What follows belongs to an exercise in optimizing a design on an open flow for small area, a short achievable clock period and few clock cycles per item; a production flow would make more cautious choices. In this exercise RTL edits were held to simulation tests only and were not proved equivalent to the original. Power and IR drop assume default switching activity. The flow treats the clock pin as an ideal source, which a real chip does not have.

==> inputs of 06-06 <==
## local_mean_glare_binarizer
module local_mean_glare_binarizer (
  input  logic       clk,
  input  logic       rst_n,
  input  logic       in_valid,
  output logic       in_ready,
  input  logic [7:0] in_pixel,
  output logic       out_valid,
  input  logic       out_ready,
  output logic [5:0] out_row,
  output logic [6:0] out_col,
  output logic       out_is_white,
  output logic       out_frame_last,
  input  logic       cfg_we,
  input  logic       cfg_index,
  input  logic [8:0] cfg_data
);
  localparam int W  = lmgb_pkg::WIDTH;
  localparam int HT = lmgb_pkg::HEIGHT;
  localparam int LS = lmgb_pkg::LS;
  localparam int DW = lmgb_pkg::DW;
  localparam int DF = lmgb_pkg::DF;
  localparam int F  = 12;            
  logic [1:0] wm_r;
  logic [2:0] sel_r;
  logic [8:0] off_r;
  logic [2:0] m;                     
  assign m = {1'b0, sel_r[2] | sel_r[1], sel_r[2] | sel_r[0]};
  always_ff @(posedge clk) begin
    if (!rst_n) begin
      wm_r  <= 2'd1;
      sel_r <= 3'b001;
      off_r <= '0;
    end else if (cfg_we) begin
      if (cfg_index == lmgb_pkg::REG_MARGIN_IDX) begin
        wm_r  <= cfg_data[1:0];
        sel_r <= {cfg_data[1:0] == 2'd3, cfg_data[1:0] == 2'd2, ~cfg_data[1]};
      end else begin
        off_r <= cfg_data;
      end
    end
  end
  logic       rdy_r;
  logic       acc;
  logic [5:0] nrow_r;
  logic [6:0] ncol_r;
  logic       ef;                    
  assign in_ready = rdy_r;
  assign acc      = in_valid & rdy_r;
  ...
Settings: LEC_CHECK=0, CAP_MARGIN=20, CORE_MARGIN=2, CORE_UTILIZATION=60, CTS_BUF_LIST=sky130_fd_sc_hd__clkbuf_16, CTS_CLUSTER_DIAMETER=100, CTS_CLUSTER_SIZE=30, PLACE_DENSITY=0.7, SLEW_MARGIN=20, SYNTH_MEMORY_MAX_BITS=16384; clock period 10.0 ns.
standard.sh (not shown) runs the stock make flow with config.mk's settings and CLKGATE_MAP_FILE= SYNTH_SCRIPT=/design/flow/synth_recipe.tcl, a recipe that flattens the netlist after the stock synthesis.
==> flow/flow/run.sh <==
#!/bin/bash
# Own layout flow: the standard ORFS flow (standard.sh, unchanged synthesis, floorplan, power
# grid, placement, CTS and routing), with two settings changed:
#  - timing repair aims for setup slack of 6.5 ns at the 10 ns clock, so that paths are sized for
#    a ~3.5 ns cycle rather than left at whatever speed first meets 10 ns;
set -euo pipefail
bash standard.sh SETUP_SLACK_MARGIN=6.5 "BUFFER_PORTS_ARGS=-buffer_cell sky130_fd_sc_hd__buf_4" finish \
  > standard_flow.log 2>&1
==> inputs of 11-22, as changes to 06-06 <==
--- a/flow/design.v
+++ b/flow/design.v
@@ -65,13 +65,13 @@
 );
   localparam int W  = lmgb_pkg::WIDTH;
   localparam int HT = lmgb_pkg::HEIGHT;
   localparam int LS = lmgb_pkg::LS;
   localparam int DW = lmgb_pkg::DW;
   localparam int DF = lmgb_pkg::DF;
-  localparam int F  = 12;            
+  localparam int F  = 10;            
   logic [1:0] wm_r;
   logic [2:0] sel_r;
   logic [8:0] off_r;
   logic [2:0] m;                     
   assign m = {1'b0, sel_r[2] | sel_r[1], sel_r[2] | sel_r[0]};
   always_ff @(posedge clk) begin
@@ -226,66 +226,76 @@
     .sel    (sel_r),
     .offset (off_r),
     .vs     (dvs),
     .vc     (dvc)
   );
   logic e4;
-  logic [8:0] cm30_r;                
   always_ff @(posedge clk) begin
     if (!rst_n) e4 <= 1'b0;
     else        e4 <= e3;
     dvs_r  <= dvs;
     dvc_r  <= dvc;
     b5_r   <= b4_r;
-    cm30_r <= 9'(b4_r[1][1]) - 9'd30;
   end
   logic [DW-1:0]     psum;
   logic signed [9:0] x;
   assign psum = dvs_r + dvc_r;
   assign x    = $signed(psum[DW-1:DF]);
-  logic [8:0] dark;
-  for (genvar a = 0; a < 9; a++) begin : g_dark
+  logic       xle30, xge220;
+  logic [7:0] xlo;
+  assign xle30  = (x <= 10'sd30);
+  assign xge220 = (x >= 10'sd220);
+  assign xlo    = x[7:0];
+  logic [7:0] dark;
+  for (genvar a = 0; a < 8; a++) begin : g_dark
+    localparam int IDX = (a < 4) ? a : a + 1;
     logic [7:0] pv;
-    assign pv = b5_r[a/3][a%3];
+    assign pv = b5_r[IDX/3][IDX%3];
     assign dark[a] = (pv < lmgb_pkg::THR_LOW)
-                  || ((pv < lmgb_pkg::THR_HIGH) && ($signed({2'b00, pv}) < x));
+                  || ((pv < lmgb_pkg::THR_HIGH) && (xge220 || (!xle30 && (pv < xlo))));
   end
-  logic [7:0] cen;
+  logic [7:0] cen, cm30;
   logic       wng;
-  assign cen = b5_r[1][1];
-  assign wng = (cen > 8'd250) || ((cen > 8'd60) && ($signed({cm30_r[8], cm30_r}) > x));
+  assign cen  = b5_r[1][1];
+  assign cm30 = cen - 8'd30;
+  assign wng  = (cen > 8'd250)
+             || ((cen > 8'd60) && (xle30 || (!xge220 && (cm30 > xlo))));
   logic       e5;
-  logic [8:0] dark_r;
+  logic [7:0] dark_r;
   logic       glare_r, wng_r;
   always_ff @(posedge clk) begin
     if (!rst_n) e5 <= 1'b0;
     else        e5 <= e4;
     dark_r  <= dark;
     glare_r <= (cen > lmgb_pkg::GLARE_LEVEL);
     wng_r   <= wng;
   end
   logic [3:0] ndark;
   logic       white;
   always_comb begin
     ndark = '0;
-    for (int a = 0; a < 9; a++) ndark = ndark + {3'b0, dark_r[a]};
+    for (int a = 0; a < 8; a++) ndark = ndark + {3'b0, dark_r[a]};
     white = glare_r ? (ndark < 4'd4) : wng_r;
   end
   logic       q_r [F];
   logic       q0_nxt;
+  logic       wo_r;
   logic [3:0] cnt_r;
   logic       ov_r;
   logic       pop, push;
   assign push = e5;
   assign pop  = ov_r & out_ready;
   always_comb begin
     if (pop) q0_nxt = (push && (cnt_r == 4'd1)) ? white : q_r[1];
     else     q0_nxt = (push && (cnt_r == 4'd0)) ? white : q_r[0];
   end
   always_ff @(posedge clk) begin
-    q_r[0] <= q0_nxt;
+    wo_r <= q0_nxt;
+    if (pop || (push && (cnt_r == 4'd0))) begin
+      q_r[0] <= pop ? ((push && (cnt_r == 4'd1)) ? white : q_r[1]) : white;
+    end
     for (int i = 1; i < F; i++) begin
       if (pop) begin
         if (push && (cnt_r == 4'(i + 1))) q_r[i] <= white;
         else if (i + 1 < F)               q_r[i] <= q_r[(i + 1) % F];
       end else begin
         if (push && (cnt_r == 4'(i)))     q_r[i] <= white;
@@ -312,15 +322,15 @@
       tk_r <= tk_r + {3'b0, inc} - {3'b0, pop};
       if (inc && !pop)      rdy_r <= (tk_r < 4'(F - 1));
       else if (!inc && pop) rdy_r <= (tk_r < 4'(F + 1));
       else                  rdy_r <= (tk_r < 4'(F));
     end
   end
-  logic [5:0] orow_r;
-  logic [6:0] ocol_r;
-  logic       olast_r;
+  logic [5:0] orow_r, orow_o;
+  logic [6:0] ocol_r, ocol_o;
+  logic       olast_r, olast_o;
   logic       idle;
   assign idle = ~(v0 | e1 | e2 | e3 | e4 | e5 | ov_r);
   logic [5:0] f_row, s_row, last_row, n_row;
   logic [6:0] f_col, s_col, last_col, n_col;
   logic       f_last, s_last, n_last;
   always_comb begin
@@ -354,16 +364,21 @@
       n_row  = orow_r;
       n_col  = ocol_r;
       n_last = olast_r;
     end
   end
   always_ff @(posedge clk) begin
-    orow_r  <= n_row;
-    ocol_r  <= n_col;
-    olast_r <= n_last;
+    orow_o  <= n_row;
+    ocol_o  <= n_col;
+    olast_o <= n_last;
+    if (idle || pop) begin
+      orow_r  <= idle ? f_row : s_row;
+      ocol_r  <= idle ? f_col : s_col;
+      olast_r <= idle ? f_last : s_last;
+    end
   end
   assign out_valid      = ov_r;
-  assign out_is_white   = q_r[0];
-  assign out_row        = orow_r;
-  assign out_col        = ocol_r;
-  assign out_frame_last = olast_r;
+  assign out_is_white   = wo_r;
+  assign out_row        = orow_o;
+  assign out_col        = ocol_o;
+  assign out_frame_last = olast_o;
 endmodule
==> flow/flow/run.sh (replaced) <==
#!/bin/bash
# Own layout flow: the standard ORFS flow (standard.sh: unchanged synthesis, floorplan, power
# grid, placement, CTS and routing), with three settings changed:
#  - timing repair aims for setup slack of 6.65 ns at the 10 ns clock, so that paths are sized for
#    a ~3.35 ns cycle rather than left at whatever speed first meets 10 ns;
#  - ports are buffered with plain buf_4 cells rather than the flow's default choice;
set -euo pipefail
CTS="-sink_clustering_enable -repair_clock_nets -sink_clustering_size 30"
CTS="$CTS -sink_clustering_max_diameter 100 -buf_list sky130_fd_sc_hd__clkbuf_16 -dont_use_dummy_load"
bash standard.sh SETUP_SLACK_MARGIN=6.65 "BUFFER_PORTS_ARGS=-buffer_cell sky130_fd_sc_hd__buf_4" \
  "CTS_ARGS=$CTS" finish > standard_flow.log 2>&1
==> inputs of 09-19, as changes to 06-06 <==
--- a/flow/design.v
+++ b/flow/design.v
@@ -65,13 +65,13 @@
 );
   localparam int W  = lmgb_pkg::WIDTH;
   localparam int HT = lmgb_pkg::HEIGHT;
   localparam int LS = lmgb_pkg::LS;
   localparam int DW = lmgb_pkg::DW;
   localparam int DF = lmgb_pkg::DF;
-  localparam int F  = 12;            
+  localparam int F  = 10;            
   logic [1:0] wm_r;
   logic [2:0] sel_r;
   logic [8:0] off_r;
   logic [2:0] m;                     
   assign m = {1'b0, sel_r[2] | sel_r[1], sel_r[2] | sel_r[0]};
   always_ff @(posedge clk) begin
@@ -226,51 +226,51 @@
     .sel    (sel_r),
     .offset (off_r),
     .vs     (dvs),
     .vc     (dvc)
   );
   logic e4;
-  logic [8:0] cm30_r;                
   always_ff @(posedge clk) begin
     if (!rst_n) e4 <= 1'b0;
     else        e4 <= e3;
     dvs_r  <= dvs;
     dvc_r  <= dvc;
     b5_r   <= b4_r;
-    cm30_r <= 9'(b4_r[1][1]) - 9'd30;
   end
   logic [DW-1:0]     psum;
   logic signed [9:0] x;
   assign psum = dvs_r + dvc_r;
   assign x    = $signed(psum[DW-1:DF]);
-  logic [8:0] dark;
-  for (genvar a = 0; a < 9; a++) begin : g_dark
+  logic [7:0] dark;
+  for (genvar a = 0; a < 8; a++) begin : g_dark
+    localparam int IDX = (a < 4) ? a : a + 1;
     logic [7:0] pv;
-    assign pv = b5_r[a/3][a%3];
+    assign pv = b5_r[IDX/3][IDX%3];
     assign dark[a] = (pv < lmgb_pkg::THR_LOW)
                   || ((pv < lmgb_pkg::THR_HIGH) && ($signed({2'b00, pv}) < x));
   end
   logic [7:0] cen;
   logic       wng;
   assign cen = b5_r[1][1];
-  assign wng = (cen > 8'd250) || ((cen > 8'd60) && ($signed({cm30_r[8], cm30_r}) > x));
+  assign wng = (cen > 8'd250)
+            || ((cen > 8'd60) && ($signed({3'b000, cen}) - 11'sd30 > 11'(x)));
   logic       e5;
-  logic [8:0] dark_r;
+  logic [7:0] dark_r;
   logic       glare_r, wng_r;
   always_ff @(posedge clk) begin
     if (!rst_n) e5 <= 1'b0;
     else        e5 <= e4;
     dark_r  <= dark;
     glare_r <= (cen > lmgb_pkg::GLARE_LEVEL);
     wng_r   <= wng;
   end
   logic [3:0] ndark;
   logic       white;
   always_comb begin
     ndark = '0;
-    for (int a = 0; a < 9; a++) ndark = ndark + {3'b0, dark_r[a]};
+    for (int a = 0; a < 8; a++) ndark = ndark + {3'b0, dark_r[a]};
     white = glare_r ? (ndark < 4'd4) : wng_r;
   end
   logic       q_r [F];
   logic       q0_nxt;
   logic [3:0] cnt_r;
   logic       ov_r;
==> flow/flow/run.sh (replaced) <==
#!/bin/bash
# Own layout flow: the standard ORFS flow (standard.sh: unchanged synthesis, floorplan, power
# grid, placement, CTS and routing), with three settings changed:
#  - timing repair aims for setup slack of 6.5 ns at the 10 ns clock, so that paths are sized for
#    a ~3.5 ns cycle rather than left at whatever speed first meets 10 ns;
#  - ports are buffered with plain buf_4 cells rather than the flow's default choice;
set -euo pipefail
CTS="-sink_clustering_enable -repair_clock_nets -sink_clustering_size 30"
CTS="$CTS -sink_clustering_max_diameter 100 -buf_list sky130_fd_sc_hd__clkbuf_16 -dont_use_dummy_load"
bash standard.sh SETUP_SLACK_MARGIN=6.5 "BUFFER_PORTS_ARGS=-buffer_cell sky130_fd_sc_hd__buf_4" \
  "CTS_ARGS=$CTS" finish > standard_flow.log 2>&1
==> qor summary <==
quantity                                                               11-22           06-06           09-19
Starting utilization of the core area                                  0.601           0.604           0.604
Final-stage net count                                                   9473            9469            9449
Die area                                                           0.361 mm²       0.360 mm²       0.360 mm²
Worst stage delay on the critical path                                380 ps          490 ps          530 ps
Sw Ratio                                                               0.215           0.213           0.214
Area occupied by multi-input gates                                0.0134 mm²      0.0132 mm²      0.0133 mm²
Synthesized netlist net count                                           9086            9087            9070
Layout overhead on the synthesized area                                7.32%           7.45%           7.14%
Sw Pwr                                                               10.5 mW         10.3 mW         10.3 mW
Router iterations before antenna repair                                    7               8               9
Number of ordinary and repair buffers in the finished layout             192             177             176
Seq/Total Area, Yosys                                                  0.933           0.933           0.933
Clock Sinks                                                             6769            6765            6754
Post-layout power                                                    48.6 mW         48.6 mW         48.2 mW
Run status                                                    finished clean  finished clean  finished clean
Mapped Cells                                                            8724            8709            8707
Clk pwr                                                              12.2 mW         12.8 mW         12.2 mW
Testbench counts of 06-06, summed over its fixed seeds: cycles 49,236, items 49,152.
Testbench counts of 11-22, summed over its fixed seeds: cycles 49,236, items 49,152.
Testbench counts of 09-19, summed over its fixed seeds: cycles 49,236, items 49,152.

---

==> inputs of 10-12 <==
Another version of the RTL of local_mean_glare_binarizer (not shown whole).
clock: 10.0 ns
lec_check: 0
cap_margin: 20
core_margin: 2
core_utilization: 55
cts_buf_list: sky130_fd_sc_hd__clkbuf_16
cts_cluster_diameter: 100
cts_cluster_size: 25
place_density: 0.65
slew_margin: 20
synth_memory_max_bits: 16384
run.sh (not shown) runs the stock make flow with config.mk's settings and CLKGATE_MAP_FILE= SYNTH_SCRIPT=/design/flow/synth_recipe.tcl, a recipe that flattens the netlist after the stock synthesis.
Stock flow here: none of the scripts above is used.
==> inputs of 03-08, as changes to 10-12 <==
==> flow/flow/run.sh (new file) <==
#!/bin/bash
# Own layout flow: the standard ORFS flow (standard.sh, unchanged synthesis, floorplan, power
# grid, placement, CTS and routing), with two settings changed:
#  - timing repair aims for setup slack of 6.4 ns at the 10 ns clock, so that paths are sized for
#    a ~3.6 ns cycle rather than left at whatever speed first meets 10 ns;
set -euo pipefail
bash standard.sh SETUP_SLACK_MARGIN=6.4 "BUFFER_PORTS_ARGS=-buffer_cell sky130_fd_sc_hd__buf_4" finish \
  > standard_flow.log 2>&1
==> flow/standard.sh (new file) <==
#!/bin/bash
# synth_recipe.tcl (not shown) runs the flow's synth.tcl, then flattens the netlist and writes it again
# the make line also repeats each setting of config.mk as NAME=value (left out here)
make -C /OpenROAD-flow-scripts/flow DESIGN_CONFIG=/design/flow/config.mk WORK_HOME=/design/flow/orfs CLKGATE_MAP_FILE= SYNTH_SCRIPT=/design/flow/synth_recipe.tcl "${@:-finish}"
removed: flow/run.sh
==> qor summary <==
metric                                                                03-08           10-12
Fraction of layout instances using a drive strength above 1           7.93%           5.35%
Post-Place Cells                                                      13700           13700
Hold_sp                                                            b3_r[20]        b3_r[51]
Post-layout min period                                              3810 ps         4580 ps
Largest fanout on the critical path                                       5              10
Post-CTS Setup Inserts                                                   62               0
Net switching power                                                 11.9 mW         11.6 mW
Initial antenna violation count                                          12               9
Relative contribution of sequential cells to total power              61.9%           63.0%
Number of filler instances in the final layout                        25900           26000
Detailed Route WL                                                    290 mm          287 mm
Post-DR wirelength/cell                                             20.4 um         20.4 um
Flip-flop and latch share of the layout cell area                     85.8%           86.4%
Net switching share of the total power                                23.1%           22.9%
Grt met2 use                                                          21.0%           20.9%
Final weighted congestion in routability-driven placement             0.806           0.801
DP Worst Slack                                                      5540 ps         5450 ps
Critical Path RT                                                   10690 ps        10820 ps
Power density of the placed cells                                223 nW/um2      221 nW/um2
Final Total Pwr                                                     51.3 mW         50.5 mW
Area delta synth->final                                               8.39%           7.64%
Status                                                       finished clean  finished clean
Cell area after layout                                           230000 um2      228000 um2
F_max                                                               262 MHz         218 MHz
Met2 WL                                                              128 mm          126 mm
Via-per-instance ratio                                                 5.27            5.24
Testbench counts of 10-12, summed over its fixed seeds: cycles 49,224, items 49,152.
Testbench counts of 03-08, summed over its fixed seeds: cycles 49,224, items 49,152.

-- separate check: timing with driven ports --
How much do the figures lean on ideal ports? The routed layouts below were timed once more, with nothing changed but the port constraints. Step 1: set_driving_cell puts a clkbuf_16 on clk and a buf_2 on each other input, an assumption about the parent block. Step 2 times the ports against the registers' clock, not the clock port: input delays grow and output delays shrink by t, the midpoint of the rising clock arrivals with the driver on. Slacks: no drivers / after step 1 / after step 2; pairs: no drivers / after step 1.
| run | t, ns | setup WS [ns] | worst setup path after step 2 | latest minus earliest clock arrival (ns) |
|---|---|---|---|---|
| 06-06 | 1.002 | 6.250 / 6.171 / 5.704 | input to register | 0.078 / 0.078 |
| 11-22 | 0.996 | 6.562 / 6.461 / 5.832 | input to register | 0.104 / 0.105 |
| 09-19 | 0.984 | 6.412 / 6.313 / 5.942 | input to register | 0.131 / 0.132 |
| 10-12 | 1.022 | 5.419 / 5.419 / 5.419 | register to register | 0.066 / 0.067 |
| 03-08 | 1.016 | 6.190 / 6.190 / 5.811 | input to register | 0.090 / 0.089 |
After both steps setup and hold are still met in every run listed. The setup slack of 11-22, which loses most, moves by -0.101 ns with the drivers and by -0.730 ns with both steps.
